Context: an optimization exercise on an open-source flow, tuned for small area, a short achievable clock period and few clock cycles per item. The choices shown serve that exercise and are no tape-out recipe. At most, simulation tests tie the RTL to the original design; equivalence was not proved. For runs 4 to 6, only the layout was checked, not whether the RTL still works. Power and IR drop assume default switching activity.

File: flow/design.v
module sp_multicycle #(
  parameter int MEM_AW = 12
) (
  input  logic                 clk,
  input  logic                 rst,
  input  logic                 in_valid,
  input  logic [31:0]          inst,
  output logic                 out_valid,
  output logic [31:0]          inst_addr,
  output logic [MEM_AW-1:0]    mem_addr,
  output logic                 mem_wen,
  output logic [31:0]          mem_wdata,
  input  logic [31:0]          mem_rdata
);
  localparam logic [5:0] OP_RTYPE = 6'd0;
  localparam logic [5:0] OP_ANDI  = 6'd1;
  localparam logic [5:0] OP_ORI   = 6'd2;
  localparam logic [5:0] OP_ADDI  = 6'd3;
  localparam logic [5:0] OP_SUBI  = 6'd4;
  localparam logic [5:0] OP_LW    = 6'd5;
  localparam logic [5:0] OP_SW    = 6'd6;
  localparam logic [5:0] OP_BEQ   = 6'd7;
  localparam logic [5:0] OP_BNE   = 6'd8;
  localparam logic [5:0] OP_LUI   = 6'd9;
  localparam logic [5:0] OP_J     = 6'd10;
  localparam logic [5:0] OP_JAL   = 6'd11;
  localparam logic [5:0] FN_AND = 6'd0;
  localparam logic [5:0] FN_OR  = 6'd1;
  localparam logic [5:0] FN_ADD = 6'd2;
  localparam logic [5:0] FN_SUB = 6'd3;
  localparam logic [5:0] FN_SLT = 6'd4;
  localparam logic [5:0] FN_SLL = 6'd5;
  localparam logic [5:0] FN_NOR = 6'd6;
  localparam logic [5:0] FN_JR  = 6'd7;
  localparam int S_ADD = 0, S_AND = 1, S_OR = 2, S_NOR = 3, S_SLT = 4,
                 S_SLL = 5, S_PASSB = 6, NSEL = 7;
  logic        exec_q, load_q;
  logic [31:0] pc_q;
  logic [31:0] rf_q [32];
  logic [31:0] rf_vld_q;           
  logic [31:0]     a_q, b_q;       
  logic            cin_q, we_q, lw_q;
  logic [NSEL-1:0] sel_q;
  logic [4:0]      shamt_q;
  logic [4:0]      waddr_q;
  logic [MEM_AW-1:0] imm_q;       
  logic [31:0]     br_q;           
  logic [3:0]      eq_q;           
  logic            beq_q, bne_q;
  logic            wen_q, ovalid_q;
  wire idle  = !exec_q && !load_q;
  wire issue = idle && in_valid;
  wire [5:0]  op    = inst[31:26];
  wire [4:0]  rs    = inst[25:21];
  wire [4:0]  rt    = inst[20:16];
  wire [4:0]  rd    = inst[15:11];
  wire [4:0]  shamt = inst[10:6];
  wire [5:0]  fn    = inst[5:0];
  wire [15:0] imm   = inst[15:0];
  wire [31:0] sel_a = (32'd1 << rs) & rf_vld_q;
  wire [31:0] sel_b = (32'd1 << rt) & rf_vld_q;
  logic [31:0] rd_a, rd_b;
  logic [1023:0] rf_flat;
  always_comb for (int i = 0; i < 32; i++) rf_flat[32*i +: 32] = rf_q[i];
  sp_multicycle_rdport u_rda (.sel(sel_a), .rf(rf_flat), .rd(rd_a));
  sp_multicycle_rdport u_rdb (.sel(sel_b), .rf(rf_flat), .rd(rd_b));
  wire [31:0] sext_imm = {{16{imm[15]}}, imm};
  wire [31:0] zext_imm = {16'h0000, imm};
  wire [31:0] pc_plus4 = pc_q + 32'd4;
  wire [31:0] br_tgt   = pc_plus4 + {sext_imm[29:0], 2'b00};
  wire [31:0] jmp_tgt  = {pc_q[31:28], inst[25:0], 2'b00};
  logic [3:0] eq;
  always_comb for (int i = 0; i < 4; i++) eq[i] = (rd_a[8*i +: 8] == rd_b[8*i +: 8]);
  wire is_r = (op == OP_RTYPE);
  logic [31:0]     npc;
  logic            inv;
  logic [31:0]     opb;
  logic            cin, we;
  logic [NSEL-1:0] sel;
  logic [4:0]      waddr;
  always_comb begin
    npc   = pc_plus4;
    inv   = 1'b0;
    opb   = sext_imm;
    cin   = 1'b0;
    we    = 1'b0;
    sel   = '0;
    waddr = rt;
    case (op)
      OP_RTYPE: begin
        waddr = rd;
        we    = 1'b1;
        opb   = rd_b;
        case (fn)
          FN_AND: sel[S_AND] = 1'b1;
          FN_OR:  sel[S_OR]  = 1'b1;
          FN_ADD: sel[S_ADD] = 1'b1;
          FN_SUB: begin sel[S_ADD] = 1'b1; inv = 1'b1; cin = 1'b1; end
          FN_SLT: begin sel[S_SLT] = 1'b1; inv = 1'b1; cin = 1'b1; end
          FN_SLL: sel[S_SLL] = 1'b1;
          FN_NOR: sel[S_NOR] = 1'b1;
          FN_JR: begin
            we  = 1'b0;
            npc = rd_a;
          end
          default: we = 1'b0;
        endcase
      end
      OP_ANDI: begin we = 1'b1; sel[S_AND] = 1'b1; opb = zext_imm; end
      OP_ORI:  begin we = 1'b1; sel[S_OR]  = 1'b1; opb = zext_imm; end
      OP_ADDI: begin we = 1'b1; sel[S_ADD] = 1'b1; end
      OP_SUBI: begin we = 1'b1; sel[S_ADD] = 1'b1; inv = 1'b1; cin = 1'b1; end
      OP_LUI:  begin we = 1'b1; sel[S_PASSB] = 1'b1; opb = {imm, 16'h0000}; end
      OP_SW:   opb = rd_b;
      OP_J:    npc = jmp_tgt;
      OP_JAL: begin
        we    = 1'b1;
        waddr = 5'd31;
        sel[S_PASSB] = 1'b1;
        opb   = pc_plus4;
        npc   = jmp_tgt;
      end
      default: ;
    endcase
  end
  wire [32:0] sum_c = {a_q, 1'b1} + {b_q, cin_q};
  wire [31:0] sum   = sum_c[32:1];
  wire        eq_all = &eq_q;
  wire        tk     = exec_q && ((beq_q && eq_all) || (bne_q && !eq_all));
  wire        slt = (a_q[31] ^ ~b_q[31]) ? a_q[31] : sum[31];
  wire [31:0] alu =
      ({32{sel_q[S_ADD]}}   & sum)
    | ({32{sel_q[S_AND]}}   & (a_q & b_q))
    | ({32{sel_q[S_OR]}}    & (a_q | b_q))
    | ({32{sel_q[S_NOR]}}   & ~(a_q | b_q))
    | ({32{sel_q[S_SLT]}}   & {31'd0, slt})
    | ({32{sel_q[S_SLL]}}   & (a_q << shamt_q))
    | ({32{sel_q[S_PASSB]}} & b_q);
  wire        rf_we    = (exec_q && we_q) || load_q;
  wire [31:0] rf_wdata = load_q ? mem_rdata : alu;
  always_ff @(posedge clk or posedge rst) begin
    if (rst) begin
      exec_q   <= 1'b0;
      load_q   <= 1'b0;
      ovalid_q <= 1'b0;
      wen_q    <= 1'b0;
      pc_q     <= 32'd0;
      rf_vld_q <= 32'd0;
    end else begin
      exec_q   <= issue;
      load_q   <= exec_q && lw_q;
      ovalid_q <= (issue && op != OP_LW) || (exec_q && lw_q);
      wen_q    <= issue && op == OP_SW;
      if (issue) pc_q <= npc;
      else if (tk) pc_q <= br_q;
      if (rf_we) rf_vld_q[waddr_q] <= 1'b1;
    end
  end
  always_ff @(posedge clk) begin
    a_q     <= rd_a;
    b_q     <= opb ^ {32{inv}};
    eq_q    <= eq;
    beq_q   <= (op == OP_BEQ);
    bne_q   <= (op == OP_BNE);
    cin_q   <= cin;
    we_q    <= we;
    lw_q    <= (op == OP_LW);
    sel_q   <= sel;
    shamt_q <= shamt;
    imm_q   <= imm[MEM_AW-1:0];
    br_q    <= br_tgt;
    if (idle) waddr_q <= waddr;
    if (rf_we) rf_q[waddr_q] <= rf_wdata;
  end
  assign out_valid = ovalid_q;
  assign inst_addr = tk ? br_q : pc_q;
  assign mem_wen   = wen_q;
  assign mem_addr  = a_q[MEM_AW-1:0] + imm_q;
  assign mem_wdata = b_q;
endmodule
module sp_multicycle_rdport (
  input  logic [31:0] sel,
  input  logic [1023:0] rf,
  output logic [31:0] rd
);
  always_comb begin
    rd = 32'd0;
    for (int i = 0; i < 32; i++) rd = rd | ({32{sel[i]}} & rf[32*i +: 32]);
  end
endmodule
File: flow/run.sh
#!/bin/bash
# synth_recipe.tcl (not shown) runs the flow's synth.tcl, then flattens the netlist and writes it again
# the make line also repeats each setting of config.mk as NAME=value (left out here)
make -C /OpenROAD-flow-scripts/flow DESIGN_CONFIG=/design/flow/config.mk WORK_HOME=/design/flow/orfs CLKGATE_MAP_FILE= SYNTH_SCRIPT=/design/flow/synth_recipe.tcl finish
File: flow/config.mk
export PLATFORM = sky130hd
export DESIGN_NAME = sp_multicycle
export DESIGN_NICKNAME = sp_multicycle
export VERILOG_FILES = /design/flow/design.v
export SDC_FILE = /design/flow/constraint.sdc
export NUM_CORES = 4
export LEC_CHECK = 0
export CAP_MARGIN = 20
export CORE_MARGIN = 2
export CORE_UTILIZATION = 45
export CTS_CLUSTER_DIAMETER = 50
export CTS_CLUSTER_SIZE = 30
export PLACE_DENSITY = 0.6
export SETUP_SLACK_MARGIN = 5
export SLEW_MARGIN = 20
export SYNTH_HIERARCHICAL = 1
File: flow/constraint.sdc
create_clock -name core_clock -period 10.0 [get_ports {clk}]
set_input_delay 2.0000 -clock core_clock [delete_from_list [all_inputs] [get_ports {clk}]]
set_output_delay 2.0000 -clock core_clock [all_outputs]
set_load 0.01 [all_outputs]
==> results of run 1 <==
cells in the mapped netlist, types with 12 or more instances:
cell / instances
buf_6: 29
mux2i_1: 56
nand2b_1: 17
and2_1: 12
nand2_1: 175
dfrtp_1: 68
a22oi_1: 1052
nor2b_1: 14
mux4_2: 28
or3_1: 14
buf_2: 82
nand3_1: 41
nor2_1: 161
a222oi_1: 17
nand4_1: 280
a221oi_1: 55
xnor2_1: 108
a21o_1: 25
edfxtp_1: 1029
xor2_1: 36
mux2_2: 35
dfxtp_1: 124
a21oi_1: 126
ha_1: 109
nor3_1: 30
or4_1: 64
inv_1: 125
nor3b_1: 12
clkbuf_1: 169
a31oi_1: 33
o211ai_1: 19
and3_1: 76
o21bai_1: 34
a211oi_1: 14
o21ai_0: 63
cells by family after synthesis:
logic type | count (synthesis) | share of synthesized area
compound gates | 1529 | 0.1944
xor+xnor | 144 | 0.02189
fa+ha+maj | 113 | 0.02506
buf+inv | 416 | 0.03286
simple gates | 939 | 0.08922
flops | 1221 | 0.6090
mux | 119 | 0.02752
registers in the layout (all words and copies together) (netlist names), 4 cells and up:
| name | flops |
|---|---|
| pc_q | 32 |
| eq_q | 4 |
| br_q | 32 |
| sel_q | 7 |
| imm_q | 12 |
| rf_q | 1024 |
| a_q | 32 |
| waddr_q | 5 |
| rf_vld_q | 32 |
| b_q | 32 |
worst min path at each step:
stage | endpoint | depth (start not counted)
after CTS | br_q[0]$_DFF_P_ | 0
after global routing | br_q[0]$_DFF_P_ | 0
after floorplan | br_q[0]$_DFF_P_ | 0
after global placement | br_q[0]$_DFF_P_ | 0
final | br_q[0]$_DFF_P_ | 0
after detailed placement | br_q[0]$_DFF_P_ | 0
report_power, final:
group	leakage [uW]	switching [uW]	internal [uW]
clock	0.00213	2320	2640
combinational	0.00883	1040	685
sequential	0.0115	177	5660
total	0.0225	3540	8990
area by class of cell:
type	count	area (sq um)
antenna	11	27.53
sequential	1221	35100
tap	1662	2079
inverter	126	476.7
timing repair buffer	298	2726
clock buffer	123	3035
clock inverter	103	1364
multi-input combinational	2848	21360
fill	10750	61180
per-module statistics from Yosys, one instance, submodules excluded:
module | copies in the design | cells | area (sq um) | flops+latches
sp_multicycle_rdport | 2 | 768 | 5381 | 0
sp_multicycle | 1 | 2945 | 46840 | 1221
what timing repair did:
item	in CTS	in global routing
pin swaps	6	11
cloned	4	0
endpoints found under the setup margin	108	106
resized for setup	51	27
setup buffers	10	8
metal layers:
layer	vias to the layer above	track usage
met2	3620	0.5188
met4	18	0.1833
met5	-	0
li1	18670	-
met1	22500	0.4652
met3	652	0.09889
through the flow:
step	setup slack [ps]	utilization	instance area, sq um	total power, uW
global route	4782	0.5194	66150	12900
finish	4918	0.5196	66170	12530
global placement	4130	0.4808	61230	7592
CTS	4863	0.5173	65880	12520
floorplan	5423	-	57610	6915
detailed placement	4114	0.4808	61230	7599
==> impl_results.md, run 1 <==
* Cell count after synthesis at 4481
* Most frequent cells in the layout: 1052 x a22oi_1, 1029 x edfxtp_1, 280 x nand4_1, 175 x nand2_1, 142 x buf_4
* Area growth, synth to finish at 14.87%
* Hold crit path type: flip-flop to flip-flop
* Max-cap violations at 0
* Met1 WL at 87490 um
* Post-Syn Area per Cell at 12.86 sq um
* CP bufs+invs at 2
* Detail Route Antenna Nets at 0
* CTS Hold Bufs at 0
* Critical Path Sink: mem_addr[10]
* CP cell instances: ha_4 -> inv_1 -> fa_2 -> nor2b_2 -> o21ai_2 -> a21boi_2 -> o21ai_2 -> a21boi_1 -> o21ai_1 -> a21o_1 -> o311ai_0 -> buf_2
* Routed wl met3 at 31680 um
* First-pass GRT wire length at 324000 um
* Slew @ Worst Pin at 1348 ps
* CP required at 8000 ps
* Starting Density at 0.4523
* CTS root buf: clkbuf_16
* Pre-antenna DRT Iters at 10
* Worst Clk Skew at 29.77 ps
* Cell area power density at 189.3 nW/um^2
* EDFF count, synth at 1029
* Flop-to-flop setup slack at 5090 ps
* Worst vdd ir at 0.0001818 V
* Finished Layout Cells at 6392
* Num CTS Buffers at 120
* #FFs+latches synth at 1221
* Placed insts at 6129
* CORE AREA at 127400 sq um
* Period utilization at 0.5082
* H-tree depth at 3
* Sinks on Clock Net at 1221
* P_leak at 0.02246 uW
* Vias in the first global route at 41710
* GRT overflow at 0
* Ports at 145
* Delay of the slowest critical-path stage at 420 ps
* Worst setup startpoint: a_q[0]$_DFF_P_
* Commonest non-fill, non-tap cell in the layout: a22oi_1
* Post-synth top area share at 0.5364
* Routed WL per cell at 36.81 um
* Netlist cell types at 86
* Mapped Nets at 4661
* Die X-Extent at 361.8 um
* CP most frequent cell: o21ai_2
* Fin Setup TNS at 0 ps
* Fmax at 196.8 MHz
* Global-route usage over all layers at 0.3491
* Routed vias/inst at 7.112
* Final Max Tran Viols at 0
* Crit-path max FO at 2
* Clock latency on the worst-skew pair at 790 ps
* RR Startpoint: a_q[1]$_DFF_P_
* Largest net degree at the start of global routing at 69
* Highest metal used: met5
* Met2 routed WL at 101800 um
* Status: no timing/DRC/antenna violations
* Clock transition at path regs at 70 ps
* Setup Crit Path Kind: flip-flop to primary output
* WL final at 235300 um
* Min cycle time layout at 5082 ps
* 1st-iter DRT viols at 8017
* CP Depth at 12
* Final Wtd Congestion at 1.002
* Synth Warn # at 8
* FP Rows at 131
* DIE AREA at 130900 sq um
* CTS tree: yes
* Mapped Area at 57610 sq um
* R2R cell count at 18
* WHS at 454.4 ps
* HPWL Detailed at 153900 um
* Yosys top cell by area: edfxtp_1
* Ys async rst share at 0.05569
* RSZ-0062 raised after global routing: true
* Vias at 45460
* Crit. End Element: primary output
* Final setup vio count at 0
* Layout cell share with drive strength beyond 1 at 0.1227
* Slowest cell on crit path: dfxtp_4
* DRC at 0
* Crit-path leading delay family: compound AO/OA/AOI/OAI gates
* Port Buf Inserts at 144
* Synth Flop Type: edfxtp_1
* Worst R2R End: rf_q[24][31]$_DFFE_PP_
* Nets at 4795
* Area contributors post-synth: edfxtp_1 54%, a22oi_1 14%, dfxtp_1 4.3%
* Clock tree buffer depth at 3
* Relative slew slack at 0.09834
* Worst setup SP type: flip-flop
* Final Hold Viols at 0
* Sequential area share after synthesis at 0.6090
* Hold_sp: pc_q[0]$_DFFE_PP0P_
* Die Height at 361.8 um
* Antenna violations before repair at 24
* Worst EP arrival at 3080 ps
Testbench counts, summed over its fixed seeds: cycles 49,704, insts 24,000.
==> run 2, diff against run 1 <==
--- a/flow/config.mk
+++ b/flow/config.mk
@@ -10,4 +10,2 @@
 export CORE_UTILIZATION = 45
-export CTS_CLUSTER_DIAMETER = 50
-export CTS_CLUSTER_SIZE = 30
 export PLACE_DENSITY = 0.6
==> impl_results.md, run 2 <==
* Fin Setup TNS at 0 ps (unchanged)
* DRC at 0 (unchanged)
* Clock latency on the worst-skew pair at 790 ps (about the same)
* WL final at 235900 um (+0.26%)
* Max-cap violations at 0 (unchanged)
* Antenna violations before repair at 29 (+21%)
* Final setup vio count at 0 (unchanged)
* Post-place setup slack at 4114 ps (unchanged)
* CORE AREA at 127400 sq um (unchanged)
* Most frequent cell after synthesis: a22oi_1
* Post-Syn Area per Cell at 12.86 sq um (unchanged)
* Hold crit path type: flip-flop to flip-flop
* Routed WL per cell at 36.79 um (about the same)
* Vias in the first global route at 42130 (+1.0%)
* Final Max Tran Viols at 0 (unchanged)
* Crit-path leading delay family: compound AO/OA/AOI/OAI gates
* Most frequent cells in the layout: 1052 x a22oi_1, 1029 x edfxtp_1, 280 x nand4_1, 175 x nand2_1, 145 x buf_4
* Fillers at 10730 (-0.17%)
* #FFs+latches synth at 1221 (unchanged)
* Crit-path max FO at 2 (unchanged)
* PnR worst setup slack at 4916 ps (-1.850 ps)
* Worst EP arrival at 3080 ps (about the same)
* Min cycle time layout at 5084 ps (+1.850 ps)
* Largest net degree at the start of global routing at 69 (unchanged)
* P_leak at 0.02254 uW (+0.38%)
* Routed vias/inst at 7.128 (+0.21%)
* Mapped Nets at 4661 (unchanged)
* Relative slew slack at 0.2174 (+0.1191)
* Period utilization at 0.5084 (about the same)
* CTS root buf: clkbuf_16
* Max FFs per register at 1024 (unchanged)
* Netlist cell types at 86 (unchanged)
* Reg with most FFs: rf_q
* CTS Hold Bufs at 0 (unchanged)
* Placed inst area at 61230 sq um (unchanged)
* HPWL Detailed at 153900 um (unchanged)
* Die X-Extent at 361.8 um (unchanged)
* DIE AREA at 130900 sq um (unchanged)
* Commonest non-fill, non-tap cell in the layout: a22oi_1
* Area contributors post-synth: edfxtp_1 54%, a22oi_1 14%, dfxtp_1 4.3%
* Slew @ Worst Pin at 1171 ps (-176.2 ps)
* Area growth, synth to finish at 15.12%
* Status: no timing/DRC/antenna violations
* CP required at 8000 ps (about the same)
* Crit. End Element: primary output
* Delay of the slowest critical-path stage at 410 ps (about the same)
* Fmax at 196.7 MHz (about the same)
* Starting Density at 0.4523 (unchanged)
* RSZ-0062 raised after global routing: true
* GRT overflow at 0 (unchanged)
* Die Height at 361.8 um (unchanged)
* Sinks on Clock Net at 1221 (unchanged)
* Layout cell share with drive strength beyond 1 at 0.1188 (-0.003944)
* EDFF count, synth at 1029 (unchanged)
* Ys async rst share at 0.05569 (unchanged)
* Mapped Area at 57610 sq um (unchanged)
* Post-synth top area share at 0.5364 (unchanged)
* CTS tree: yes
* Area of the multi-input gates at 21370 sq um (about the same)
* Slowest cell on crit path: dfxtp_4
* Clock tree buffer depth at 3 (unchanged)
* Cell area power density at 190.8 nW/um^2 (+0.78%)
* Final Hold Viols at 0 (unchanged)
* H-tree depth at 4 (+1)
* CP bufs+invs at 2 (unchanged)
* Finished Layout Cells at 6413 (+0.33%)
* Worst setup SP type: flip-flop
* Global-route usage over all layers at 0.3506 (+0.001509)
* Most frequent cells after synthesis: 1052 x a22oi_1, 1029 x edfxtp_1, 280 x nand4_1
* Final instance area at 66320 sq um (+0.22%)
* Setup Crit Path Kind: flip-flop to primary output
* Ports at 145 (unchanged)
* Vias at 45710 (+0.54%)
* Worst Clk Skew at 44.37 ps (+14.60 ps)
* Final Wtd Congestion at 1.002 (unchanged)
* Num CTS Buffers at 135 (+13%)
* Port Buf Inserts at 144 (unchanged)
* First-pass GRT wire length at 324800 um (+0.25%)
* Sequential cell area at 35100 sq um (about the same)
* Pre-antenna DRT Iters at 8 (-2)
* Nets at 4813 (+0.38%)
* CP cell instances: ha_4 -> inv_1 -> fa_2 -> nor2b_2 -> o21ai_2 -> a21boi_2 -> o21ai_2 -> a21boi_1 -> o21ai_1 -> a21o_1 -> o311ai_0 -> buf_2
* Synth Warn # at 8 (unchanged)
* FP Rows at 131 (unchanged)
* Detail Route Antenna Nets at 0 (unchanged)
* Sequential area share after synthesis at 0.6090 (unchanged)
* Clock transition at path regs at 60 ps (about the same)
* CP most frequent cell: o21ai_2
* Synth Flop Type: edfxtp_1
* Cell count after synthesis at 4481 (unchanged)
* Placed insts at 6129 (unchanged)
* Worst vdd ir at 0.0001835 V (+0.95%)
* Yosys top cell by area: edfxtp_1
* 1st-iter DRT viols at 8252 (+2.9%)
## run 2: path summary, 6_finish.rpt
path	from	to	slack [ps]	depth (start not counted)
max	a_q[0]$_DFF_P_	mem_addr[10]	4920	12
max reg2reg	a_q[1]$_DFF_P_	rf_q[10][31]$_DFFE_PP_	5140	18
min	pc_q[0]$_DFFE_PP0P_	br_q[0]$_DFF_P_	440	0
min in group asynchronous	rst	pc_q[30]$_DFFE_PP0P_	1840	3
min reg2reg	pc_q[0]$_DFFE_PP0P_	br_q[0]$_DFF_P_	440	0
max in group asynchronous	rst	load_q$_DFF_PP0_	7520	3
## run 2: cells by family after synthesis
logic type               share of synthesized area
adder cells (fa/ha/maj)                    0.02506
multiplexers                               0.02752
AND/OR/NAND/NOR                            0.08922
AO/OA/AOI/OAI                               0.1944
buffers and inverters                      0.03286
XOR/XNOR                                   0.02189
flip-flops                                  0.6090
## run 2: cell type report
class / count / share of cell area
Clock buffer: 164 / 0.05430
Timing Repair Buffer: 301 / 0.04147
Antenna cell: 10 / 0.0003773
Clock inverter: 81 / 0.01377
Sequential cell: 1221 / 0.5293
Multi-Input combinational cell: 2848 / 0.3222
Inverter: 126 / 0.007188
Tap cell: 1662 / 0.03136
## run 2: per-layer routing
layer / routed length (um) / track usage
met1: 88890 / 0.4675
met2: 102500 / 0.5192
met3: 30370 / 0.1007
met4: 13990 / 0.1846
met5: 198 / 0.003700
## run 2: what timing repair did
action / 4_1_cts / 5_1_grt
cloned: 4 / 0
setup endpoints to repair: 108 / 103
pin swaps: 12 / 13
endpoints found under the hold margin: 0 / 0
gates resized for setup: 53 / 32
buffers inserted: 14 / 7
## run 2: worst register-to-register path, stage by stage, from the launching register on
cell and delay (ps):
dfxtp_2 320, buf_8 130, clkinvlp_4 100, buf_4 160, ha_1 330, nor2b_1 170
o31a_1 280, o221a_2 340, o2111ai_4 320, nand2_1 160, a311o_1 380, a31oi_1 210
o21ai_1 160, fa_1 450, a222oi_1 340, buf_4 230, buf_4 140, a41oi_4 130
buf_12 230
## run 2: Yosys stat by module (local to each module, per instance)
module | flops+latches | area (sq um)
sp_multicycle | 1221 | 46840
sp_multicycle_rdport | 0 | 5381
## run 2: metrics by stage
| step | power [uW] | util | hold slack, ps |
|---|---|---|---|
| floorplan | 6915 | - | 375.3 |
| global placement | 7592 | 0.4808 | 426.7 |
| detailed placement | 7599 | 0.4808 | 425.5 |
| CTS | 12630 | 0.5183 | 438.3 |
| global route | 13020 | 0.5205 | 454.3 |
| finish | 12650 | 0.5207 | 443.4 |
## run 2: where the power goes
group	leakage, uW	switching (uW)	internal, uW	total, uW
clock network	0.00220	2110	2970	5080
registers	0.0115	177	5660	5840
logic	0.00885	1040	685	1730
==> run 3, diff against run 2 <==
--- a/flow/config.mk
+++ b/flow/config.mk
@@ -10,2 +10,4 @@
 export CORE_UTILIZATION = 45
+export CTS_CLUSTER_DIAMETER = 100
+export CTS_CLUSTER_SIZE = 25
 export PLACE_DENSITY = 0.6
==> impl_results.md, run 3 <==
* Antenna violations before repair at 25 (-14%)
* Largest net degree at the start of global routing at 69 (unchanged)
* CP cell instances: ha_4 -> inv_1 -> fa_2 -> nor2b_2 -> o21ai_2 -> a21boi_2 -> o21ai_2 -> a21boi_1 -> o21ai_1 -> a21o_1 -> o311ai_0 -> buf_2
* WL final at 234400 um (-0.64%)
* DIE AREA at 130900 sq um (unchanged)
* Worst vdd ir at 0.0001600 V (-13%)
* 1st-iter DRT viols at 7873 (-4.6%)
* Cell area power density at 163.6 nW/um^2 (-14%)
* Clock tree buffer depth at 3 (unchanged)
* Relative slew slack at 0.1520 (-0.06544)
* Fmax at 197.6 MHz (+0.45%)
* EDFF count, synth at 1029 (unchanged)
* Period utilization at 0.5061 (-0.002299)
* FP Rows at 131 (unchanged)
* Routed vias/inst at 7.189 (+0.86%)
* Delay of the slowest critical-path stage at 430 ps (+20 ps)
* P_leak at 0.02120 uW (-6.0%)
* Synth Warn # at 8 (unchanged)
* #FFs+latches synth at 1221 (unchanged)
* Yosys top cell by area: edfxtp_1
* Setup Crit Path Kind: flip-flop to primary output
* Die X-Extent at 361.8 um (unchanged)
* Commonest non-fill, non-tap cell in the layout: a22oi_1
* CP bufs+invs at 2 (unchanged)
* Most frequent cells after synthesis: 1052 x a22oi_1, 1029 x edfxtp_1, 280 x nand4_1
* Final setup vio count at 0 (unchanged)
* Crit. End Element: primary output
* CP most frequent cell: o21ai_2
* Netlist cell types at 86 (unchanged)
* CORE AREA at 127400 sq um (unchanged)
* Clock latency on the worst-skew pair at 740 ps (-50 ps)
* Reg with most FFs: rf_q
* Sinks on Clock Net at 1221 (unchanged)
* Status: no timing/DRC/antenna violations
* Fin Setup TNS at 0 ps (unchanged)
* Final Hold Viols at 0 (unchanged)
* Synth Flop Type: edfxtp_1
* HPWL Detailed at 153900 um (unchanged)
* Mapped Area at 57610 sq um (unchanged)
* Area growth, synth to finish at 10.36%
* Nets at 4734 (-1.6%)
* Num CTS Buffers at 59 (-56%)
* CP required at 8000 ps (about the same)
* Starting Density at 0.4523 (unchanged)
* Slowest cell on crit path: dfxtp_4
* Area of the multi-input gates at 21400 sq um (+0.14%)
* Post-layout util at 0.4992 (-0.02152)
* CTS root buf: clkbuf_16
* Detail Route Antenna Nets at 0 (unchanged)
* Max FFs per register at 1024 (unchanged)
* Cell count after synthesis at 4481 (unchanged)
* GRT overflow at 0 (unchanged)
* Slew @ Worst Pin at 1267 ps (+96.09 ps)
* Port Buf Inserts at 144 (unchanged)
* Global-route usage over all layers at 0.3463 (-0.004335)
* DRC at 0 (unchanged)
* Ports at 145 (unchanged)
* Max-cap violations at 0 (unchanged)
* Crit-path leading delay family: compound AO/OA/AOI/OAI gates
* CTS Hold Bufs at 0 (unchanged)
* Vias at 45000 (-1.5%)
* Sequential area share after synthesis at 0.6090 (unchanged)
* RSZ-0062 raised after global routing: true
* Worst setup SP type: flip-flop
* Routed WL per cell at 37.45 um (+1.8%)
* Pwr Total at 10400 uW (-18%)
* Hold crit path type: flip-flop to flip-flop
* Hold_sp: pc_q[0]$_DFFE_PP0P_
* Area contributors post-synth: edfxtp_1 54%, a22oi_1 14%, dfxtp_1 4.3%
* Most frequent cells in the layout: 1052 x a22oi_1, 1029 x edfxtp_1, 280 x nand4_1, 174 x nand2_1, 143 x buf_4
* Min cycle time layout at 5061 ps (-22.99 ps)
* RR Startpoint: b_q[1]$_DFF_P_
* Layout cell share with drive strength beyond 1 at 0.09538 (-0.02337)
* Final Wtd Congestion at 1.002 (unchanged)
* Die Height at 361.8 um (unchanged)
* Worst Clk Skew at 47.36 ps (+2.994 ps)
* First-pass GRT wire length at 321600 um (-0.98%)
* Mapped Nets at 4661 (unchanged)
* Vias in the first global route at 41050 (-2.6%)
* Pre-antenna DRT Iters at 9 (+1)
* Worst setup startpoint: a_q[0]$_DFF_P_
* Sequential cell area at 35100 sq um (about the same)
* Most frequent cell after synthesis: a22oi_1
* Clock transition at path regs at 110 ps (+50 ps)
* H-tree depth at 2 (-2)
* Post-Syn Area per Cell at 12.86 sq um (unchanged)
* Final Max Tran Viols at 0 (unchanged)
* Post-synth top area share at 0.5364 (unchanged)
* Fillers at 10970 (+2.2%)
* Worst EP arrival at 3060 ps (-20 ps)
* Crit-path max FO at 2 (unchanged)
* Ys async rst share at 0.05569 (unchanged)
* CTS tree: yes
==> run 3: cell counts after synthesis <==
No cell type changed its count.
==> run 3: report_power, final <==
part	switching, uW	internal [uW]	leakage (uW)
Sequential	178	5650	0.0115
Combinational	1040	686	0.00885
Clock	1700	1140	0.000854
==> run 3: Yosys stat by module (local to each module, per instance) <==
module | cell area (sq um) | times used | flops+latches | cells inside
sp_multicycle_rdport | 5381 | 2 | 0 | 768
sp_multicycle | 46840 | 1 | 1221 | 2945
==> run 3: cell families (layout without fill, tap and decap cells) <==
| group | Yosys count | after routing | synth area share |
|---|---|---|---|
| multiplexers | 119 | 119 | 0.02752 |
| XOR/XNOR | 144 | 144 | 0.02189 |
| other | 0 | 6 | 0 |
| adder cells (fa/ha/maj) | 113 | 113 | 0.02506 |
| AND/OR/NAND/NOR | 939 | 941 | 0.08922 |
| buffers and inverters | 416 | 523 | 0.03286 |
| flip-flops | 1221 | 1221 | 0.6090 |
| AO/OA/AOI/OAI | 1529 | 1531 | 0.1944 |
==> run 3: worst register-to-register path, stage by stage, from the launching register on <==
cell and delay [ps]:
dfxtp_1 640, inv_1 100, ha_1 370, nor2b_1 170, o31a_1 290, o221a_4 300, o2111ai_4 300, nand2_2 120
a311o_1 450, a31oi_2 230, o21ai_2 120, fa_1 440, a222oi_1 320, buf_4 170, buf_4 110, a41oi_4 210
clkbuf_16 310
==> run 3: path summary, 6_finish.rpt <==
path	slack, ps	depth (start not counted)	to
setup / recovery	4940	12	mem_addr[10]
hold / removal	450	0	br_q[0]$_DFF_P_
setup reg to reg	5090	16	rf_q[18][31]$_DFFE_PP_
hold reg to reg	450	0	br_q[0]$_DFF_P_
max in group asynchronous	7510	3	load_q$_DFF_PP0_
min in group asynchronous	1860	3	pc_q[30]$_DFFE_PP0P_
==> run 3: what timing repair did <==
item                       in CTS  in global routing
pin swaps                       5                 14
buffers inserted                9                  8
cloned                          4                  1
resized for setup              51                 33
setup endpoints to repair     109                104
==> run 3: stage by stage <==
step	instance area, sq um	worst slack [ps]	instances	hold slack, ps
finish	63580	4939	6260	453.1
global route	63560	4828	6254	467.8
CTS	63260	4895	6241	450.1
detailed placement	61230	4114	6129	425.5
global placement	61230	4130	6129	426.7
floorplan	57610	5423	4481	375.3
==> run 3: routing by layer <==
metal / up-vias / track usage / share of wire
met3: 575 / 0.08638 / 0.13
met5: - / 0 / 0.00030
met2: 3625 / 0.5224 / 0.44
met1: 22370 / 0.4721 / 0.38
met4: 12 / 0.1579 / 0.056
li1: 18420 / - / -
==> run 3: cell type report <==
| class | instances | share of cell area |
|---|---|---|
| Sequential cell | 1221 | 0.5521 |
| Multi-Input combinational cell | 2848 | 0.3365 |
| Timing Repair Buffer | 298 | 0.04282 |
| Tap cell | 1662 | 0.03271 |
| Clock buffer | 85 | 0.02476 |
| Inverter | 126 | 0.007498 |
| Clock inverter | 14 | 0.003346 |
| Antenna cell | 6 | 0.0002362 |
==> run 4, diff against run 3 <==
--- a/flow/design.v
+++ b/flow/design.v
@@ -43,6 +43,4 @@
   logic [NSEL-1:0] sel_q;
-  logic [4:0]      shamt_q;
   logic [4:0]      waddr_q;
   logic [MEM_AW-1:0] imm_q;       
-  logic [31:0]     br_q;           
   logic [3:0]      eq_q;           
@@ -56,3 +54,2 @@
   wire [4:0]  rd    = inst[15:11];
-  wire [4:0]  shamt = inst[10:6];
   wire [5:0]  fn    = inst[5:0];
@@ -114,2 +111,4 @@
       OP_SW:   opb = rd_b;
+      OP_BEQ:  opb = br_tgt;
+      OP_BNE:  opb = br_tgt;
       OP_J:    npc = jmp_tgt;
@@ -136,3 +135,3 @@
     | ({32{sel_q[S_SLT]}}   & {31'd0, slt})
-    | ({32{sel_q[S_SLL]}}   & (a_q << shamt_q))
+    | ({32{sel_q[S_SLL]}}   & (a_q << imm_q[10:6]))
     | ({32{sel_q[S_PASSB]}} & b_q);
@@ -154,3 +153,3 @@
       if (issue) pc_q <= npc;
-      else if (tk) pc_q <= br_q;
+      else if (tk) pc_q <= b_q;
       if (rf_we) rf_vld_q[waddr_q] <= 1'b1;
@@ -168,5 +167,3 @@
     sel_q   <= sel;
-    shamt_q <= shamt;
     imm_q   <= imm[MEM_AW-1:0];
-    br_q    <= br_tgt;
     if (idle) waddr_q <= waddr;
@@ -175,3 +172,3 @@
   assign out_valid = ovalid_q;
-  assign inst_addr = tk ? br_q : pc_q;
+  assign inst_addr = tk ? b_q : pc_q;
   assign mem_wen   = wen_q;
==> impl_results.md, run 4 <==
* Min cycle time layout at 5079 ps (+17.53 ps)
* Fin Setup TNS at 0 ps (unchanged)
* EDFF count, synth at 1029 (unchanged)
* Mux share of post-synthesis cell area at 0.02680 (-0.0007229)
* H-tree depth at 2 (unchanged)
* Clock tree buffer depth at 3 (unchanged)
* Worst Clk Skew at 40.50 ps (-6.861 ps)
* Clock latency on the worst-skew pair at 720 ps (-20 ps)
* Num CTS Buffers at 55 (-6.8%)
* Slew @ Worst Pin at 1084 ps (-183.4 ps)
* Synth Area in Adders at 0.02647 (+0.001404)
* Final Wtd Congestion at 0.9996 (-0.27%)
* Final instance area at 63060 sq um (-0.82%)
* Delay of the slowest critical-path stage at 460 ps (+30 ps)
* 1st-iter DRT viols at 7116 (-9.6%)
* Vias at 44390 (-1.4%)
* Crit-path leading delay family: compound AO/OA/AOI/OAI gates
* RSZ-0062 raised after global routing: true
* CP bufs+invs at 2 (unchanged)
* Mapped Area at 57390 sq um (-0.38%)
* Mapped Nets at 4705 (+0.94%)
* Synth Flop Type: edfxtp_1
* Worst setup startpoint: a_q[2]$_DFF_P_
* Final Hold Viols at 0 (unchanged)
* Area of the multi-input gates at 21520 sq um (+0.57%)
* Post-Syn Area per Cell at 12.70 sq um (-1.2%)
* Combinational family with the most area after synthesis: compound AO/OA/AOI/OAI gates
* CORE AREA at 127000 sq um (-0.26%)
* Cell count after synthesis at 4519 (+0.85%)
* Status: no timing/DRC/antenna violations
* Layout cell share with drive strength beyond 1 at 0.09675 (+0.001363)
* CP required at 8000 ps (about the same)
* FP Rows at 131 (unchanged)
* Port Buf Inserts at 144 (unchanged)
* Pwr Total at 10010 uW (-3.8%)
* Crit. End Element: primary output
* Slowest cell on crit path: dfxtp_2
* Detail Route Antenna Nets at 0 (unchanged)
* Most frequent cells after synthesis: 1075 x a22oi_1, 1029 x edfxtp_1, 279 x nand4_1
* Compound-gate portion of the synthesized area at 0.2010 (+0.006611)
* Final Max Tran Viols at 0 (unchanged)
* Pre-antenna DRT Iters at 9 (unchanged)
* Most frequent cells in the layout: 1075 x a22oi_1, 1029 x edfxtp_1, 279 x nand4_1, 186 x nand2_1, 179 x buf_4
* Netlist cell types at 85 (-1.2%)
* Clock transition at path regs at 110 ps (about the same)
* Area growth, synth to finish at 9.881%
* CTS root buf: clkbuf_16
* Ys async rst share at 0.05719 (+0.001499)
* Crit-path max FO at 6 (+4)
* Post-synth top area share at 0.5384 (+0.002058)
* Max FFs per register at 1024 (unchanged)
* Most frequent cell after synthesis: a22oi_1
* Yosys top cell by area: edfxtp_1
* Worst EP arrival at 3080 ps (+20 ps)
* WL final at 218600 um (-6.7%)
* Commonest non-fill, non-tap cell in the layout: a22oi_1
* Post-Synth Simple-Gate Area at 0.08959 (+0.0003642)
* Starting Density at 0.4518 (-0.0005662)
* RR Startpoint: b_q[19]$_DFF_P_
* Synth Area in XOR/XNOR at 0.02076 (-0.001137)
* DRC at 0 (unchanged)
* First-pass GRT wire length at 306500 um (-4.7%)
* Fillers at 11030 (+0.51%)
* CTS tree: yes
* Period utilization at 0.5079 (+0.001753)
* Die X-Extent at 361.1 um (-0.19%)
* Routed WL per cell at 34.66 um (-7.4%)
* Max-cap violations at 0 (unchanged)
* WHS at 492.8 ps (+39.66 ps)
* Worst setup SP type: flip-flop
* Synth Warn # at 8 (unchanged)
* #FFs+latches synth at 1189 (-2.6%)
* Worst vdd ir at 0.0001778 V (+11%)
* Hold_sp: lw_q$_DFF_P_
* CP cell instances: ha_4 -> nor2b_2 -> o21ai_2 -> a21boi_2 -> o21ai_2 -> a21boi_2 -> o21ai_2 -> a21boi_2 -> buf_4 -> or4_4 -> nand3_4 -> buf_6
* Sequential cell area at 34460 sq um (-1.8%)
* Largest net degree at the start of global routing at 53 (-23%)
* Routed vias/inst at 7.039 (-2.1%)
* Placed inst area at 61170 sq um (about the same)
* Nets at 4793 (+1.2%)
* Post-layout util at 0.4964 (-0.002799)
* Sequential area share after synthesis at 0.6002 (-0.008826)
* CTS Hold Bufs at 0 (unchanged)
* Relative slew slack at 0.2711 (+0.1192)
* DIE AREA at 130400 sq um (-0.38%)
* Cell area power density at 158.7 nW/um^2 (-3.0%)
* Global-route usage over all layers at 0.3238 (-0.02251)
* GRT overflow at 0 (unchanged)
* P_leak at 0.02127 uW (+0.35%)
* Ports at 145 (unchanged)
* Reg with most FFs: rf_q
* Antenna violations before repair at 17 (-32%)
* Fmax at 196.9 MHz (-0.35%)
* Area contributors post-synth: edfxtp_1 54%, a22oi_1 14%, dfxtp_1 3.2%
* Hold crit path type: flip-flop to flip-flop
* Vias in the first global route at 41780 (+1.8%)
* HPWL Detailed at 145700 um (-5.3%)
* Sinks on Clock Net at 1189 (-2.6%)
* Die Height at 361.1 um (-0.19%)
* Final setup vio count at 0 (unchanged)
* Setup Crit Path Kind: flip-flop to primary output
run 4: changes by cell type after synthesis, moves of 12 or more:
cell      previous run  this run
a22oi_1           1052      1075
inv_1              125       155
o211ai_1            19        39
xnor2_1            108        88
o21a_1               9        32
a21o_1              25        37
xor2_1              36        48
a21oi_1            126       111
dfxtp_1            124        92
run 4: per-module statistics from Yosys (local to each module, per instance):
module                flip-flops and latches  cell area [sq um]
sp_multicycle                           1189              46620
sp_multicycle_rdport                       0               5381
run 4: cell families after synthesis:
kind of cell | after synthesis
AO/OA/AOI/OAI | 1569
XOR/XNOR | 136
adder cells (fa/ha/maj) | 119
buffers and inverters | 450
flip-flops | 1189
multiplexers | 117
AND/OR/NAND/NOR | 939
run 4: worst reg2reg max path, stage by stage, from the launching register on:
cell and delay (ps):
dfxtp_1 550, inv_1 90, ha_1 450, and3_1 240, a221oi_1 500, o21ai_0 180, a21oi_1 270, nand2_1 110
o211ai_1 320, a31oi_1 150, a211o_1 330, fa_2 440, a222oi_1 390, a41oi_2 160, buf_4 270
run 4: final timing paths:
kind	end	slack, ps	depth (start not counted)
worst max-delay path	mem_addr[10]	4920	12
worst min-delay path	load_q$_DFF_PP0_	490	1
worst max register to register	rf_q[25][31]$_DFFE_PP_	5210	14
worst min register to register	load_q$_DFF_PP0_	490	1
max in group asynchronous	rf_vld_q[24]$_DFFE_PP0P_	7290	3
min in group asynchronous	pc_q[12]$_DFF_PP0_	1560	2
run 4: final cells by class:
cell class,count,share of cell area
diodes,3,0.0001191
inverters,155,0.009246
flip-flops and latches,1189,0.5465
clock inverters,9,0.001845
clock buffers,82,0.02377
repair buffers,326,0.04429
multi-input cells,2880,0.3413
well taps,1662,0.03298
run 4: through the flow:
stage / std cells / setup slack (ps)
finish: 6306 / 4921
global route: 6303 / 4814
floorplan: 4519 / 5483
global placement: 6196 / 3956
CTS: 6299 / 4813
detailed placement: 6196 / 3971
run 4: routing by layer:
metal | up-vias | GRT usage | part of all wire
met4 | 8 | 0.1222 | 0.044
li1 | 18550 | - | -
met1 | 22300 | 0.4383 | 0.38
met3 | 484 | 0.07419 | 0.12
met5 | - | 0 | 0.00022
met2 | 3044 | 0.5085 | 0.46
run 4: repair_timing:
item | 4_1_cts | 5_1_grt
buffers inserted | 12 | 4
pin swaps | 16 | 14
resized for setup | 60 | 30
setup endpoints to repair | 122 | 56
run 4: power breakdown:
part | switching (uW) | leakage, uW | internal [uW]
logic | 1040 | 0.00919 | 695
clock network | 1590 | 0.000777 | 1070
registers | 151 | 0.0113 | 5460
==> run 5, diff against run 4 <==
--- a/flow/config.mk
+++ b/flow/config.mk
@@ -9,6 +9,6 @@
 export CORE_MARGIN = 2
-export CORE_UTILIZATION = 45
+export CORE_UTILIZATION = 55
 export CTS_CLUSTER_DIAMETER = 100
 export CTS_CLUSTER_SIZE = 25
-export PLACE_DENSITY = 0.6
+export PLACE_DENSITY = 0.65
 export SETUP_SLACK_MARGIN = 5
==> impl_results.md, run 5 <==
* FP Rows at 118 (-9.9%)
* CP required at 10600 ps (+2600 ps)
* Nets at 4786 (-0.15%)
* Hold_sp: rf_vld_q[18]$_DFFE_PP0P_
* Most frequent cells in the layout: 1073 x a22oi_1, 1029 x edfxtp_1, 279 x nand4_1, 186 x nand2_1, 168 x buf_4
* Commonest non-fill, non-tap cell in the layout: a22oi_1
* Routed WL per cell at 35.64 um (+2.8%)
* Delay of the slowest critical-path stage at 670 ps (+210 ps)
* Post-synth top area share at 0.5384 (unchanged)
* DIE AREA at 106900 sq um (-18%)
* Detail Route Antenna Nets at 0 (unchanged)
* Die X-Extent at 327.0 um (-9.4%)
* P_leak at 0.02125 uW (-0.10%)
* Area contributors post-synth: edfxtp_1 54%, a22oi_1 14%, dfxtp_1 3.2%
* Sequential area share after synthesis at 0.6002 (unchanged)
* HPWL Detailed at 142200 um (-2.4%)
* Mapped Nets at 4705 (unchanged)
* Ports at 145 (unchanged)
* #FFs+latches synth at 1189 (unchanged)
* Net Sw Frac at 0.2740 (-0.003691)
* Antenna violations before repair at 14 (-3)
* 1st-iter DRT viols at 7704 (+8.3%)
* Period utilization at 0.5080 (about the same)
* GRT overflow at 0 (unchanged)
* CTS Hold Bufs at 0 (unchanged)
* Die Height at 327.0 um (-9.4%)
* Vias at 44810 (+0.94%)
* Post-Syn Area per Cell at 12.70 sq um (unchanged)
* Cell count after synthesis at 4519 (unchanged)
* Clock transition at path regs at 110 ps (about the same)
* Clock tree buffer depth at 3 (unchanged)
* Cell area power density at 158.0 nW/um^2 (-0.40%)
* Relative slew slack at 0.2362 (-0.03493)
* Final Max Tran Viols at 0 (unchanged)
* EDFF count, synth at 1029 (unchanged)
* Status: no timing/DRC/antenna violations
* Worst setup SP type: input port
* Worst setup startpoint: inst[23]
* Clock latency on the worst-skew pair at 690 ps (-30 ps)
* Slowest cell on crit path: and3_1
* Sinks on Clock Net at 1189 (unchanged)
* Comb power frac at 0.173 (about the same)
* Num CTS Buffers at 54 (-1.8%)
* Yosys top cell by area: edfxtp_1
* DRC at 0 (unchanged)
* Reg power frac at 0.566 (+0.005)
* Max-cap violations at 0 (unchanged)
* Synth Warn # at 8 (unchanged)
* Ys async rst share at 0.05719 (unchanged)
* Most frequent cell after synthesis: a22oi_1
* Final Wtd Congestion at 0.9970 (-0.26%)
* CTS tree: yes
* Worst vdd ir at 0.0001819 V (+2.3%)
* Worst EP arrival at 5680 ps (+2600 ps)
* Largest net degree at the start of global routing at 59 (+11%)
* CP cell instances: clkdlybuf4s50_1 -> nor2b_1 -> and3_1 -> buf_4 -> a22oi_1 -> nand4_1 -> or4_1 -> nor2_1 -> or3_1 -> a31oi_1
* Mapped Area at 57390 sq um (unchanged)
* Final setup vio count at 0 (unchanged)
* Setup Crit Path Kind: input port to flip-flop
* RSZ-0062 raised after global routing: true
* Crit-path leading delay family: simple AND/OR/NAND/NOR gates
* Area growth, synth to finish at 9.292%
* Hold crit path type: flip-flop to flip-flop
* First-pass GRT wire length at 300900 um (-1.8%)
* Crit. End Element: flip-flop
* Pre-antenna DRT Iters at 7 (-2)
* CORE AREA at 103500 sq um (-19%)
* NetSw at 2716 uW (-2.3%)
* Port Buf Inserts at 144 (unchanged)
* Layout cell share with drive strength beyond 1 at 0.09497 (-0.001776)
* Slew @ Worst Pin at 1142 ps (+57.64 ps)
* WHS at 503.8 ps (+11.00 ps)
* Synth Flop Type: edfxtp_1
* Routed vias/inst at 7.446 (+5.8%)
* Clk pwr share at 0.262 (-0.004)
* WL final at 214500 um (-1.9%)
* Starting Density at 0.5545 (+0.1027)
* Worst Clk Skew at 40.32 ps (-0.1784 ps)
* CTS root buf: clkbuf_16
* Max FFs per register at 1024 (unchanged)
* Fmax at 196.8 MHz (about the same)
* Netlist cell types at 85 (unchanged)
* Crit-path max FO at 25 (+19)
* CP bufs+invs at 2 (unchanged)
* Final Hold Viols at 0 (unchanged)
* H-tree depth at 2 (unchanged)
* Vias in the first global route at 41760 (-0.041%)
* RR Startpoint: b_q[1]$_DFF_P_
* Pint at 7196 uW (-0.43%)
* Min cycle time layout at 5080 ps (+1.260 ps)
* Fin Setup TNS at 0 ps (unchanged)
* Reg with most FFs: rf_q
* Most frequent cells after synthesis: 1075 x a22oi_1, 1029 x edfxtp_1, 279 x nand4_1
* Global-route usage over all layers at 0.3893 (+0.06554)
run 5: cell count changes in the layout (fill, tap and decap cells not counted), sizes merged, moves of 2 or more:
cell / previous run / this run
diode: 3 / 5
buf: 185 / 175
clkinv: 5 / 3
nor2b: 15 / 18
run 5: layout make-up:
type / instances / area, sq um
antenna: 5 / 12.51
clock buffer: 85 / 1499
clock inverter: 4 / 55.05
fill: 8186 / 40780
inverter: 155 / 583.1
multi-input combinational: 2883 / 21610
sequential: 1189 / 34460
tap: 1380 / 1727
timing repair buffer: 317 / 2773
run 5: worst reg2reg max path, stage by stage (launching register included):
cell	delay, ps
dfxtp_1	490
inv_1	80
ha_1	340
a21o_1	170
a41o_1	240
nor4_2	90
or4_4	670
a2111oi_4	420
o211ai_1	230
a31oi_1	230
a211o_1	190
fa_2	330
inv_1	60
a222oi_1	310
nand3_1	120
a21oi_1	160
a21oi_2	60
buf_4	280
run 5: worst paths after layout:
path / to / slack [ps] / cells after the start
max in group asynchronous: rf_vld_q[11]$_DFFE_PP0P_ / 7230 / 3
worst max-delay path: pc_q[28]$_DFFE_PP0P_ / 4920 / 10
worst min-delay path: rf_vld_q[18]$_DFFE_PP0P_ / 500 / 1
min in group asynchronous: pc_q[6]$_DFF_PP0_ / 1560 / 2
worst max register to register: rf_q[24][0]$_DFFE_PP_ / 5230 / 17
worst min register to register: rf_vld_q[18]$_DFFE_PP0P_ / 500 / 1
run 5: repair_timing:
| action | CTS | global route |
|---|---|---|
| gates resized for setup | 50 | 39 |
| setup buffers | 15 | 1 |
| pin swaps | 13 | 10 |
| endpoints found under the hold margin | 0 | 0 |
| gates cloned | 2 | 1 |
| setup endpoints to repair | 105 | 71 |
run 5: through the flow:
step | area (sq um) | power, uW | utilization | instances | worst slack, ps
after floorplan | 57390 | 6719 | - | 4519 | 5483
after global placement | 60800 | 7360 | 0.5874 | 5904 | 3945
after detailed placement | 60810 | 7364 | 0.5876 | 5905 | 3931
after CTS | 62600 | 9860 | 0.6049 | 6011 | 4812
after global routing | 62710 | 10210 | 0.6059 | 6013 | 4830
final | 62720 | 9912 | 0.6060 | 6018 | 4920
run 5: power by group through the flow:
stage	registers [uW]	clock network [uW]	logic [uW]
floorplan	5660	0	1060
global placement	5710	0	1650
detailed placement	5710	0	1650
CTS	5600	2590	1670
global route	5620	2750	1840
finish	5610	2590	1710
run 5: Yosys stat by module (local to each module, per instance):
module,flip-flops and latches,cells
sp_multicycle,1189,2983
sp_multicycle_rdport,0,768
run 5: logic make-up (layout without fill, tap and decap cells):
logic type	count (synthesis)	after routing	share of synthesized area
AOI/OAI and AO/OA	1569	1569	0.2010
buffers and inverters	450	561	0.03517
xor gates and xnor gates	136	136	0.02076
adders and majority gates	119	119	0.02647
muxes	117	117	0.02680
other	0	5	0
and+or+nand+nor	939	942	0.08959
DFF	1189	1189	0.6002
run 5: layer usage:
layer,wire [um],part of all wire,vias up,global-route usage
met2,95830,0.45,3524,0.5975
met4,9497,0.044,8,0.1463
met3,28890,0.13,491,0.1082
li1,-,-,18560,-
met5,55,0.00026,-,0
met1,80210,0.37,22220,0.5311
==> run 6, diff against run 5 <==
==> flow/flow/run.sh (new file) <==
#!/bin/bash
set -euo pipefail
bash standard.sh SETUP_SLACK_MARGIN=5.6 finish > make.log 2>&1
==> flow/standard.sh (new file) <==
#!/bin/bash
# synth_recipe.tcl (not shown) runs the flow's synth.tcl, then flattens the netlist and writes it again
# the make line also repeats each setting of config.mk as NAME=value (left out here)
make -C /OpenROAD-flow-scripts/flow DESIGN_CONFIG=/design/flow/config.mk WORK_HOME=/design/flow/orfs CLKGATE_MAP_FILE= SYNTH_SCRIPT=/design/flow/synth_recipe.tcl "${@:-finish}"
--- a/flow/config.mk
+++ b/flow/config.mk
@@ -9,7 +9,6 @@
 export CORE_MARGIN = 2
-export CORE_UTILIZATION = 55
+export CORE_UTILIZATION = 45
 export CTS_CLUSTER_DIAMETER = 100
 export CTS_CLUSTER_SIZE = 25
-export PLACE_DENSITY = 0.65
-export SETUP_SLACK_MARGIN = 5
+export PLACE_DENSITY = 0.6
 export SLEW_MARGIN = 20
removed: flow/run.sh
==> impl_results.md, run 6 <==
* NetSw at 2853 uW (+5.1%)
* Die Height at 361.1 um (+10%)
* Clock tree buffer depth at 3 (unchanged)
* Post-Syn Area per Cell at 12.70 sq um (unchanged)
* Nets at 4846 (+1.3%)
* Routed vias/inst at 7.056 (-5.2%)
* Sequential area share after synthesis at 0.6002 (unchanged)
* H-tree depth at 2 (unchanged)
* WL final at 219400 um (+2.3%)
* Post-place setup slack at 3837 ps (-94.51 ps)
* Cell count after synthesis at 4519 (unchanged)
* Port Buf Inserts at 144 (unchanged)
* DIE AREA at 130400 sq um (+22%)
* Clock transition at path regs at 110 ps (about the same)
* Worst setup SP type: flip-flop
* Final setup vio count at 0 (unchanged)
* Mapped Nets at 4705 (unchanged)
* Largest net degree at the start of global routing at 65 (+10%)
* Worst vdd ir at 0.0001370 V (-25%)
* Starting Density at 0.4518 (-0.1027)
* #FFs+latches synth at 1189 (unchanged)
* Setup Crit Path Kind: flip-flop to primary output
* Num CTS Buffers at 55 (+1.9%)
* Max-cap violations at 0 (unchanged)
* CTS root buf: clkbuf_16
* Mapped Area at 57390 sq um (unchanged)
* Net Sw Frac at 0.2805 (+0.006509)
* Sequential cell area at 34490 sq um (about the same)
* Most frequent cells after synthesis: 1075 x a22oi_1, 1029 x edfxtp_1, 279 x nand4_1
* Min-Delay Endpoint: load_q$_DFF_PP0_
* Clock latency on the worst-skew pair at 730 ps (+40 ps)
* PnR worst setup slack at 4993 ps (+73.29 ps)
* Highest metal used: met5
* Synth Warn # at 8 (unchanged)
* Worst R2R End: rf_q[8][0]$_DFFE_PP_
* Max FFs per register at 1024 (unchanged)
* Most frequent cell after synthesis: a22oi_1
* First-pass GRT wire length at 307900 um (+2.3%)
* DRC at 0 (unchanged)
* Routed WL per cell at 34.49 um (-3.2%)
* Detail Route Antenna Nets at 0 (unchanged)
* Post-synth top area share at 0.5384 (unchanged)
* Area contributors post-synth: edfxtp_1 54%, a22oi_1 14%, dfxtp_1 3.2%
* RR Startpoint: a_q[1]$_DFF_P_
* Yosys top cell by area: edfxtp_1
* Antenna violations before repair at 11 (-3)
* Pint at 7318 uW (+1.7%)
* FP Rows at 131 (+11%)
* Flop-to-flop setup slack at 5210 ps (-20 ps)
* Comb power frac at 0.186 (+0.013)
* CP required at 8000 ps (-2600 ps)
* Commonest non-fill, non-tap cell in the layout: a22oi_1
* Ports at 145 (unchanged)
* Pre-antenna DRT Iters at 8 (+1)
* Clk pwr share at 0.262 (about the same)
* Area of the multi-input gates at 22000 sq um (+1.8%)
* EDFF count, synth at 1029 (unchanged)
* Placed inst area at 61150 sq um (+0.56%)
* Synth Flop Type: edfxtp_1
* RSZ-0062 raised after global routing: true
* Worst Clk Skew at 37.26 ps (-3.065 ps)
* Min cycle time layout at 5007 ps (-73.29 ps)
* 1st-iter DRT viols at 7730 (+0.34%)
* Vias in the first global route at 41580 (-0.44%)
* Sinks on Clock Net at 1189 (unchanged)
* Met1 WL at 82990 um (+3.5%)
* Final Max Tran Viols at 0 (unchanged)
* Global-route usage over all layers at 0.3244 (-0.06495)
* Met2 routed WL at 100600 um (+4.9%)
* Netlist cell types at 85 (unchanged)
* Fmax at 199.7 MHz (+1.5%)
* Area growth, synth to finish at 12.37%
* Fin Setup TNS at 0 ps (unchanged)
* Crit-path max FO at 2 (-92%)
* Layout cell share with drive strength beyond 1 at 0.1355 (+0.04049)
* Slew @ Worst Pin at 1273 ps (+131.2 ps)
* Most frequent cells in the layout: 1064 x a22oi_1, 1029 x edfxtp_1, 279 x nand4_1, 181 x nand2_1, 169 x buf_4
* Fillers at 10930 (+34%)
* Final Hold Viols at 0 (unchanged)
* Period utilization at 0.5007 (-0.007329)
* CORE AREA at 127000 sq um (+23%)
* WHS at 517.3 ps (+13.54 ps)
* Die X-Extent at 361.1 um (+10%)
* CTS tree: yes
* R2R cell count at 22 (+5)
* Hold_sp: lw_q$_DFF_P_
* Worst EP arrival at 3010 ps (-2670 ps)
* Vias at 44890 (+0.18%)
* Routed wl met3 at 26120 um (-9.6%)
* Final instance area at 64490 sq um (+2.8%)
* Hold crit path type: flip-flop to flip-flop
* Cell area power density at 157.7 nW/um^2 (-0.20%)
* CTS Hold Bufs at 0 (unchanged)
* Hold depth at 1 (unchanged)
* P_leak at 0.02187 uW (+2.9%)
* Ys async rst share at 0.05719 (unchanged)
* Relative slew slack at 0.1425 (-0.09374)
* Final Wtd Congestion at 1.010 (+1.3%)
* Status: no timing/DRC/antenna violations
* Reg power frac at 0.552 (-0.014)
* GRT overflow at 0 (unchanged)
* Crit. End Element: primary output
* HPWL Detailed at 145700 um (+2.5%)
* Reg with most FFs: rf_q
[run 6: final cells by class]
type | instances | area share
Sequential cell | 1189 | 0.5348
Inverter | 155 | 0.009119
Tap cell | 1662 | 0.03225
Multi-Input combinational cell | 2880 | 0.3412
Clock buffer | 84 | 0.02336
Antenna cell | 5 | 0.0001940
Timing Repair Buffer | 379 | 0.05747
Clock inverter | 8 | 0.001552
[run 6: through the flow]
step                      std cells  power (uW)  utilization
after CTS                      6342       10050       0.5028
after global placement         6194        7374       0.4814
after detailed placement       6194        7382       0.4814
after floorplan                4519        6719            -
final                          6362       10170       0.5076
after global routing           6359       10480       0.5076
[run 6: power groups by stage]
stage                     clock [uW]  combinational, uW  sequential [uW]
after CTS                       2700               1750             5610
after global placement             0               1660             5720
after global routing            2850               2010             5630
after floorplan                    0               1060             5660
final                           2670               1890             5620
after detailed placement           0               1660             5720
[run 6: worst max path at each step]
| stage | start | to | slack, ps | cells past startpoint |
|---|---|---|---|---|
| 5_1_grt | imm_q[1]$_DFF_P_ | mem_addr[11] | 4870 | 11 |
| 2_1_floorplan | inst[19] | b_q[28]$_DFF_P_ | 5620 | 13 |
| 4_1_cts | a_q[1]$_DFF_P_ | mem_addr[11] | 4840 | 11 |
| 3_5_place_dp | inst[20] | b_q[29]$_DFF_P_ | 3840 | 11 |
| 6_report | a_q[1]$_DFF_P_ | mem_addr[11] | 4990 | 11 |
| 3_3_place_gp | inst[20] | b_q[29]$_DFF_P_ | 3820 | 11 |
[run 6: critical path: stages, from the launching register on]
cell	delay, ps
dfxtp_4	400
ha_4	200
a21o_1	160
a21oi_2	190
o21ai_2	90
a21oi_2	160
nand2b_4	140
a21boi_2	50
o31a_1	280
o41ai_2	250
xnor2_1	190
buf_2	170
[run 6: modules after synthesis, one instance, submodules excluded]
| module | cell area [sq um] | cells | copies in the design | flip-flops and latches |
|---|---|---|---|---|
| sp_multicycle_rdport | 5381 | 768 | 2 | 0 |
| sp_multicycle | 46620 | 2983 | 1 | 1189 |
[run 6: cells by family (layout without fill, tap and decap cells)]
| group | count (synthesis) | after routing | synth area share |
|---|---|---|---|
| AOI/OAI and AO/OA | 1569 | 1569 | 0.2010 |
| xor gates and xnor gates | 136 | 136 | 0.02076 |
| other | 0 | 5 | 0 |
| and+or+nand+nor | 939 | 939 | 0.08959 |
| buffers and inverters | 450 | 626 | 0.03517 |
| DFF | 1189 | 1189 | 0.6002 |
| muxes | 117 | 117 | 0.02680 |
| adders and majority gates | 119 | 119 | 0.02647 |
[run 6: metal layers]
layer  GRT usage  vias up
met5           0        -
met4      0.1152        8
met3     0.06995      475
met2      0.5201     3226
met1      0.4356    22510
li1            -    18670
[run 6: repair_timing]
item	4_1_cts	5_1_grt
endpoints found under the setup margin	211	222
pin swaps	36	44
gates resized for setup	403	136
setup buffers	49	15
cloned	7	0
==> run 7, diff against run 6 <==
--- a/flow/design.v
+++ b/flow/design.v
@@ -45,2 +45,4 @@
   logic [MEM_AW-1:0] imm_q;       
+  logic [5:0]      ea_lo_q;        
+  logic            ea_c_q;         
   logic [3:0]      eq_q;           
@@ -168,2 +170,3 @@
     imm_q   <= imm[MEM_AW-1:0];
+    {ea_c_q, ea_lo_q} <= {1'b0, rd_a[5:0]} + {1'b0, imm[5:0]};
     if (idle) waddr_q <= waddr;
@@ -174,3 +177,3 @@
   assign mem_wen   = wen_q;
-  assign mem_addr  = a_q[MEM_AW-1:0] + imm_q;
+  assign mem_addr  = {a_q[MEM_AW-1:6] + imm_q[MEM_AW-1:6] + {5'd0, ea_c_q}, ea_lo_q};
   assign mem_wdata = b_q;
==> flow/flow/run.sh (replaced) <==
#!/bin/bash
set -euo pipefail
bash standard.sh SETUP_SLACK_MARGIN=5.6 "BUFFER_PORTS_ARGS=-buffer_cell sky130_fd_sc_hd__buf_2" finish > make.log 2>&1
==> impl_results.md, run 7 <==
* Port Buf Inserts at 144 (unchanged)
* Most frequent cell after synthesis: a22oi_1
* Sequential area share after synthesis at 0.6030 (+0.002834)
* Period utilization at 0.4727 (-0.02801)
* Status: no timing/DRC/antenna violations
* WL final at 256500 um (+17%)
* Fmax at 211.6 MHz (+5.9%)
* Hold crit path type: flip-flop to flip-flop
* Crit-path max FO at 18 (+16)
* EDFF count, synth at 1029 (unchanged)
* Clock transition at path regs at 110 ps (about the same)
* DIE AREA at 129900 sq um (-0.41%)
* Post-Syn Area per Cell at 12.76 sq um (+0.48%)
* HPWL Detailed at 152300 um (+4.5%)
* Most frequent cells after synthesis: 1054 x a22oi_1, 1029 x edfxtp_1, 279 x nand4_1
* Largest net degree at the start of global routing at 64 (-1.5%)
* Starting Density at 0.4540 (+0.002185)
* P_leak at 0.02221 uW (+1.6%)
* Mapped Nets at 4666 (-0.83%)
* RSZ-0062 raised after global routing: true
* Die Height at 360.4 um (-0.20%)
* CTS tree: yes
* Area contributors post-synth: edfxtp_1 54%, a22oi_1 14%, dfxtp_1 3.3%
* FP Rows at 130 (-0.76%)
* Most frequent cells in the layout: 1029 x edfxtp_1, 1025 x a22oi_1, 279 x nand4_1, 164 x buf_4, 160 x nand2_1
* Global-route usage over all layers at 0.3540 (+0.02960)
* Num CTS Buffers at 56 (+1.8%)
* Vias at 47400 (+5.6%)
* Area growth, synth to finish at 13.31%
* Worst vdd ir at 0.0001494 V (+9.1%)
* Vias in the first global route at 42630 (+2.5%)
* Finished Layout Cells at 6351 (-0.17%)
* Worst Clk Skew at 48.76 ps (+11.50 ps)
* Min cycle time layout at 4727 ps (-280.1 ps)
* 1st-iter DRT viols at 8558 (+11%)
* Reg with most FFs: rf_q
* Netlist cell types at 88 (+3.5%)
* Slowest cell on crit path: dfxtp_4
* Synth Warn # at 8 (unchanged)
* DRC at 0 (unchanged)
* First-pass GRT wire length at 329500 um (+7.0%)
* Routed vias/inst at 7.463 (+5.8%)
* Ys async rst share at 0.05714 (about the same)
* GRT overflow at 0 (unchanged)
* Crit. End Element: primary output
* CTS root buf: clkbuf_16
* Synth Flop Type: edfxtp_1
* Cell count after synthesis at 4479 (-0.89%)
* Worst EP arrival at 2730 ps (-280 ps)
* Nets at 4851 (+0.10%)
* Delay of the slowest critical-path stage at 410 ps (about the same)
* Antenna violations before repair at 28 (+17)
* Mapped Area at 57150 sq um (-0.41%)
* Final Max Tran Viols at 0 (unchanged)
* Post-place setup slack at 4026 ps (+189.0 ps)
* Fillers at 10760 (-1.6%)
* Post-synth top area share at 0.5407 (+0.002228)
* Worst setup SP type: flip-flop
* Fin Setup TNS at 0 ps (unchanged)
* CP cell instances: nand4_1 -> mux2i_2 -> nor2b_4 -> buf_12 -> mux2_2 -> buf_2
* Placed insts at 6115 (-1.3%)
* Pwr Total at 10350 uW (+1.7%)
* Slew @ Worst Pin at 1268 ps (-5.280 ps)
* Yosys top cell by area: edfxtp_1
* Final setup vio count at 0 (unchanged)
* Cell area power density at 159.8 nW/um^2 (+1.3%)
* Clock latency on the worst-skew pair at 730 ps (about the same)
* Commonest non-fill, non-tap cell in the layout: edfxtp_1
* CTS Hold Bufs at 0 (unchanged)
* H-tree depth at 2 (unchanged)
* Sinks on Clock Net at 1190 (+0.084%)
* CP required at 8000 ps (about the same)
* Final Hold Viols at 0 (unchanged)
* Ports at 145 (unchanged)
* Detail Route Antenna Nets at 0 (unchanged)
* CORE AREA at 125900 sq um (-0.89%)
* Relative slew slack at 0.1529 (+0.01044)
* Max FFs per register at 1024 (unchanged)
* Clock tree buffer depth at 3 (unchanged)
* #FFs+latches synth at 1190 (+0.084%)
* Layout cell share with drive strength beyond 1 at 0.1735 (+0.03802)
* Setup Crit Path Kind: flip-flop to primary output
* Final Wtd Congestion at 0.9952 (-1.4%)
* PnR worst setup slack at 5273 ps (+280.1 ps)
* Routed WL per cell at 40.38 um (+17%)
* Die X-Extent at 360.4 um (-0.20%)
* Max-cap violations at 0 (unchanged)
* Pre-antenna DRT Iters at 7 (-1)
-- run 7: cell count changes after synthesis, sizes merged, moves of 19 or more --
| cell | previous run | this run |
|---|---|---|
| mux2i | 58 | 77 |
| o211ai | 39 | 19 |
| a21o | 37 | 65 |
| inv | 155 | 128 |
| a22oi | 1075 | 1054 |
| nand2 | 187 | 164 |
| o21bai | 42 | 10 |
-- run 7: where the power goes --
part | switching (uW) | leakage [uW] | internal, uW
Clock | 1630 | 0.000818 | 1140
Combinational | 1170 | 0.0102 | 754
Sequential | 186 | 0.0112 | 5470
Total | 2980 | 0.0222 | 7360
-- run 7: per-module statistics from Yosys, one instance, submodules excluded --
module	flip-flops and latches	times used	area, sq um	cells inside
sp_multicycle	1190	1	46390	2943
sp_multicycle_rdport	0	2	5381	768
-- run 7: final timing paths --
kind	cells past startpoint	slack, ps	start	end
worst max-delay path	6	5270	eq_q[0]$_DFF_P_	inst_addr[3]
worst min-delay path	1	480	lw_q$_DFF_P_	load_q$_DFF_PP0_
worst max register to register	33	5590	eq_q[0]$_DFF_P_	pc_q[30]$_DFFE_PP0P_
worst min register to register	1	480	lw_q$_DFF_P_	load_q$_DFF_PP0_
max in group asynchronous	3	7510	rst	load_q$_DFF_PP0_
min in group asynchronous	2	1160	rst	pc_q[8]$_DFF_PP0_
-- run 7: cell families (layout without fill, tap and decap cells) --
logic type	count (synthesis)	after routing	synth area share
adder cells (fa/ha/maj)	120	120	0.02706
XOR/XNOR	145	145	0.02222
buffers and inverters	428	617	0.03450
flip-flops	1190	1190	0.6030
AO/OA/AOI/OAI	1544	1544	0.1977
multiplexers	129	129	0.02688
AND/OR/NAND/NOR	923	947	0.08860
other	0	9	0
-- run 7: through the flow --
step                utilization  hold slack (ps)  instance area, sq um
global route             0.5142            520.0                 64740
detailed placement       0.4770            448.9                 60060
finish                   0.5144            478.5                 64760
floorplan                     -            433.2                 57580
global placement         0.4770            446.9                 60050
CTS                      0.5000            477.1                 62950
-- run 7: layout make-up --
class	instances	area (sq um)	area share
Timing Repair Buffer	400	3617	0.05586
Sequential cell	1190	34510	0.5329
Inverter	131	499.2	0.007709
Clock inverter	11	163.9	0.002531
Clock buffer	75	1525	0.02355
Tap cell	1650	2064	0.03188
Antenna cell	9	22.52	0.0003478
Multi-Input combinational cell	2885	22360	0.3452
-- run 7: repair_timing --
item                                    in CTS  in global routing
resized for setup                          166                235
gates cloned                                 9                 27
setup buffers                               53                 52
endpoints found under the setup margin     166                139
pin swaps                                   28                 70
-- run 7: layer usage --
layer / GRT usage / routed length [um]
met1: 0.4670 / 89650
met2: 0.5397 / 111100
met3: 0.09890 / 35440
met4: 0.1697 / 20100
met5: 0 / 144
-- run 7: critical path, delay by kind of cell, from the launching register on --
family | cells | cell delay, ps
buf+inv | 2 | 370
flops | 1 | 410
mux | 2 | 690
simple gates | 2 | 480
Testbench counts of run 7, summed over its fixed seeds: cycles 49,704, insts 24,000.

Check on run 7: ideal ports give 5.273 ns setup slack; a clkbuf_16 on the clock port and buf_2 on the inputs give 5.191 ns; moving port delays by the midpoint clock arrival (0.791 ns) as well gives 4.559 ns.
